Context: an optimization exercise on an open-source flow, tuned for a short achievable clock period and few clock cycles. The choices shown serve that exercise and are no tape-out recipe.
In this exercise RTL edits were held to simulation tests only and were not proved equivalent to the original.

// pipelineTop
module pipelineTop (
	input logic CLK,
	input logic RSTB,
	input logic imemWrite,
	input logic [5:0] imemAddr,
	input logic [31:0] imemData,
	input logic run,
	output logic wbWrite,
	output logic [3:0] wbDst,
	output logic [15:0] wbData
);
For scale: ~3,500 cells after synthesis, ~1,300 flip-flops, ~63 I/O pins, ~0.049 mm2 of cells after synthesis.
==> flow/config.mk <==
export PLATFORM = sky130hd
export DESIGN_NAME = pipelineTop
export DESIGN_NICKNAME = pipelineTop
export VERILOG_FILES = /design/flow/design.v
export SDC_FILE = /design/flow/constraint.sdc
export NUM_CORES = 4
export LEC_CHECK = 0
export CAP_MARGIN = 20
export CORE_MARGIN = 2
export CORE_UTILIZATION = 60
export CTS_CLUSTER_DIAMETER = 100
export CTS_CLUSTER_SIZE = 24
export HOLD_SLACK_MARGIN = 0.05
export SETUP_SLACK_MARGIN = 2.0
export SLEW_MARGIN = 20
==> flow/constraint.sdc <==
create_clock -name core_clock -period 3.6 [get_ports {CLK}]
set_input_delay 0.7200 -clock core_clock [delete_from_list [all_inputs] [get_ports {CLK}]]
set_output_delay 0.7200 -clock core_clock [all_outputs]
set_load 0.01 [all_outputs]
run.sh (not shown) runs the stock make flow with config.mk's settings and CLKGATE_MAP_FILE= SYNTH_SCRIPT=/design/flow/synth_recipe.tcl, a recipe that flattens the netlist after the stock synthesis.
Testbench counts at the start, summed over its fixed seeds: cycles 6,241.
Next try:
--- a/flow/design.v
+++ b/flow/design.v
@@ -35,15 +35,17 @@
 	input logic run,
 	input logic xValid,
 	input pipePkg::regIdT xDst,
 	output logic fValid,
 	output pipePkg::opT fOp,
 	output pipePkg::regMaskT fSrc1h,
 	output logic fMatch1,
-	output logic fMatch2
+	output logic fFromB,
+	output logic fFromX,
+	output logic fFromF
 );
 	localparam int N = pipePkg::IMEM_DEPTH;
 	localparam int K = pipePkg::SKIP_WINDOW;
 	logic [N-1:0] valid;
 	logic [N-1:0][pipePkg::OP_WIDTH-1:0] mem;
 	pipePkg::opT newOp;
 	assign newOp.sub = imemData[pipePkg::SUB3_BIT] | imemData[pipePkg::ADD1_BIT];
@@ -212,66 +214,63 @@
 	begin
 		grpOp <= grpWord;
 		if (reload)
 			grpOp[0] <= preWord;
 		fOp <= word;
 		fSrc1h <= pipePkg::regMaskT'(1) << word.src;
 		fMatch1 <= match1;
-		fMatch2 <= match2;
+		fFromB <= match1 ? fMatch1 : match2;
+		fFromX <= match1 && !fMatch1;
+		fFromF <= !match1 && !match2;
 	end
 endmodule
 `timescale 1ns/1ns
 module decodeStage (
 	input logic fMatch1,
-	input logic fMatch2,
+	input logic fFromB,
+	input logic fFromX,
+	input logic fFromF,
 	input pipePkg::regMaskT fSrc1h,
 	input logic fSub,
 	input logic fAdd,
-	input logic xChain,
 	input pipePkg::regMaskT xSrc1h,
 	input logic xSub,
 	input logic xAdd,
 	input pipePkg::regMaskT bSrc1h,
 	input logic bSub,
 	input logic bAdd,
 	output pipePkg::regMaskT read1h,
 	output logic [1:0] numAdd,
 	output logic [1:0] numSub
 );
-	logic fromB;
-	logic fromX;
-	assign fromB = fMatch1 ? xChain : fMatch2;
-	assign fromX = fMatch1 && !xChain;
 	always_comb
 	begin
 		for (int r = 0; r < pipePkg::REG_COUNT; r++)
-			read1h[r] = (fromB & bSrc1h[r]) | (fromX & xSrc1h[r])
-				| (!fromB & !fromX & fSrc1h[r]);
+			read1h[r] = (fFromB & bSrc1h[r]) | (fFromX & xSrc1h[r])
+				| (fFromF & fSrc1h[r]);
 	end
-	assign numAdd = 2'(fAdd) + 2'(fMatch1 & xAdd) + 2'(fromB & bAdd);
-	assign numSub = 2'(fSub) + 2'(fMatch1 & xSub) + 2'(fromB & bSub);
+	assign numAdd = 2'(fAdd) + 2'(fMatch1 & xAdd) + 2'(fFromB & bAdd);
+	assign numSub = 2'(fSub) + 2'(fMatch1 & xSub) + 2'(fFromB & bSub);
 endmodule
 `timescale 1ns/1ns
 module ex1Stage (
 	input logic CLK,
 	input logic RSTB,
 	input logic fValid,
 	input pipePkg::opT fOp,
-	input logic fMatch1,
 	input pipePkg::regMaskT fSrc1h,
 	input pipePkg::regMaskT read1h,
 	input logic [1:0] numAdd,
 	input logic [1:0] numSub,
 	input logic [pipePkg::REG_COUNT-1:0][pipePkg::DATA_WIDTH-1:0] regs,
 	output logic xValid,
 	output logic xSub,
 	output logic xAdd,
 	output pipePkg::regMaskT xSrc1h,
 	output pipePkg::regIdT xDst,
-	output logic xChain,
 	output pipePkg::dataT xOperand,
 	output logic [4:0] xConst
 );
 	pipePkg::dataT operand;
 	logic [4:0] chainConst;
 	always_comb
 	begin
@@ -309,15 +308,14 @@
 	end
 	always_ff @(posedge CLK)
 	begin
 		xSub <= fOp.sub;
 		xAdd <= fOp.add;
 		xSrc1h <= fSrc1h;
 		xDst <= fOp.dst;
-		xChain <= fMatch1;
 		xOperand <= operand;
 		xConst <= chainConst;
 	end
 endmodule
 `timescale 1ns/1ns
 module ex2Stage (
 	input logic CLK,
@@ -421,24 +419,25 @@
 	output logic [3:0] wbDst,
 	output logic [15:0] wbData
 );
 	logic fValid;
 	pipePkg::opT fOp;
 	pipePkg::regMaskT fSrc1h;
 	logic fMatch1;
-	logic fMatch2;
+	logic fFromB;
+	logic fFromX;
+	logic fFromF;
 	pipePkg::regMaskT read1h;
 	logic [1:0] numAdd;
 	logic [1:0] numSub;
 	logic xValid;
 	logic xSub;
 	logic xAdd;
 	pipePkg::regMaskT xSrc1h;
 	pipePkg::regIdT xDst;
-	logic xChain;
 	pipePkg::dataT xOperand;
 	logic [4:0] xConst;
 	logic bSub;
 	logic bAdd;
 	pipePkg::regMaskT bSrc1h;
 	logic [pipePkg::REG_COUNT-1:0][pipePkg::DATA_WIDTH-1:0] regs;
 	fetchStage i_fetchStage (
@@ -450,23 +449,26 @@
 		.run(run),
 		.xValid(xValid),
 		.xDst(xDst),
 		.fValid(fValid),
 		.fOp(fOp),
 		.fSrc1h(fSrc1h),
 		.fMatch1(fMatch1),
-		.fMatch2(fMatch2)
+		.fFromB(fFromB),
+		.fFromX(fFromX),
+		.fFromF(fFromF)
 	);
 	decodeStage i_decodeStage (
 		.fMatch1(fMatch1),
-		.fMatch2(fMatch2),
+		.fFromB(fFromB),
+		.fFromX(fFromX),
+		.fFromF(fFromF),
 		.fSrc1h(fSrc1h),
 		.fSub(fOp.sub),
 		.fAdd(fOp.add),
-		.xChain(xChain),
 		.xSrc1h(xSrc1h),
 		.xSub(xSub),
 		.xAdd(xAdd),
 		.bSrc1h(bSrc1h),
 		.bSub(bSub),
 		.bAdd(bAdd),
 		.read1h(read1h),
@@ -474,26 +476,24 @@
 		.numSub(numSub)
 	);
 	ex1Stage i_ex1Stage (
 		.CLK(CLK),
 		.RSTB(RSTB),
 		.fValid(fValid),
 		.fOp(fOp),
-		.fMatch1(fMatch1),
 		.fSrc1h(fSrc1h),
 		.read1h(read1h),
 		.numAdd(numAdd),
 		.numSub(numSub),
 		.regs(regs),
 		.xValid(xValid),
 		.xSub(xSub),
 		.xAdd(xAdd),
 		.xSrc1h(xSrc1h),
 		.xDst(xDst),
-		.xChain(xChain),
 		.xOperand(xOperand),
 		.xConst(xConst)
 	);
 	ex2Stage i_ex2Stage (
 		.CLK(CLK),
 		.RSTB(RSTB),
 		.xValid(xValid),
After rerunning: The changed run ran to the end with no violations; wire length grows by 0.98%; global-route usage grows by 0.70 points; sequential cell count grows by 1; worst hold slack is worse by 0.060 ns; final area grows by 0.52%.
Testbench counts after the change, summed over its fixed seeds: cycles 6,241.

## static timing again, ports no longer ideal
In the flow no input, the clock included, has a driving cell. The finished layouts below were timed again as built, in two steps.
Step 1: set_driving_cell puts a clkbuf_16 on CLK and a buf_2 on each other input, an assumption about the parent block.
Step 2 moves the port delays by t, midway between the first and last clock arrival at a register: inputs arrive t later, outputs are due t later. That takes back most of the time a late clock gives input paths.
Three values: no drivers, after step 1, after step 2; two values: the first two.
| run | t (ns) | slack for setup (ns) | worst hold slack (ns) | slew at the worst register clock pin (ns) | worst data-port slew with drivers (ns) |
|---|---|---|---|---|---|
| the first run | 0.712 | 1.423 / 1.423 / 1.269 | 0.112 / 0.094 / 0.340 | 0.10 / 0.10 | 0.09 |
| the second run | 0.721 | 1.680 / 1.611 / 1.315 | 0.052 / 0.037 / 0.327 | 0.10 / 0.10 | 0.07 |
After both steps every run listed still meets setup and hold. For the second run, which loses most, drivers alone change the setup slack by -0.069 ns; drivers and shift together by -0.365 ns.
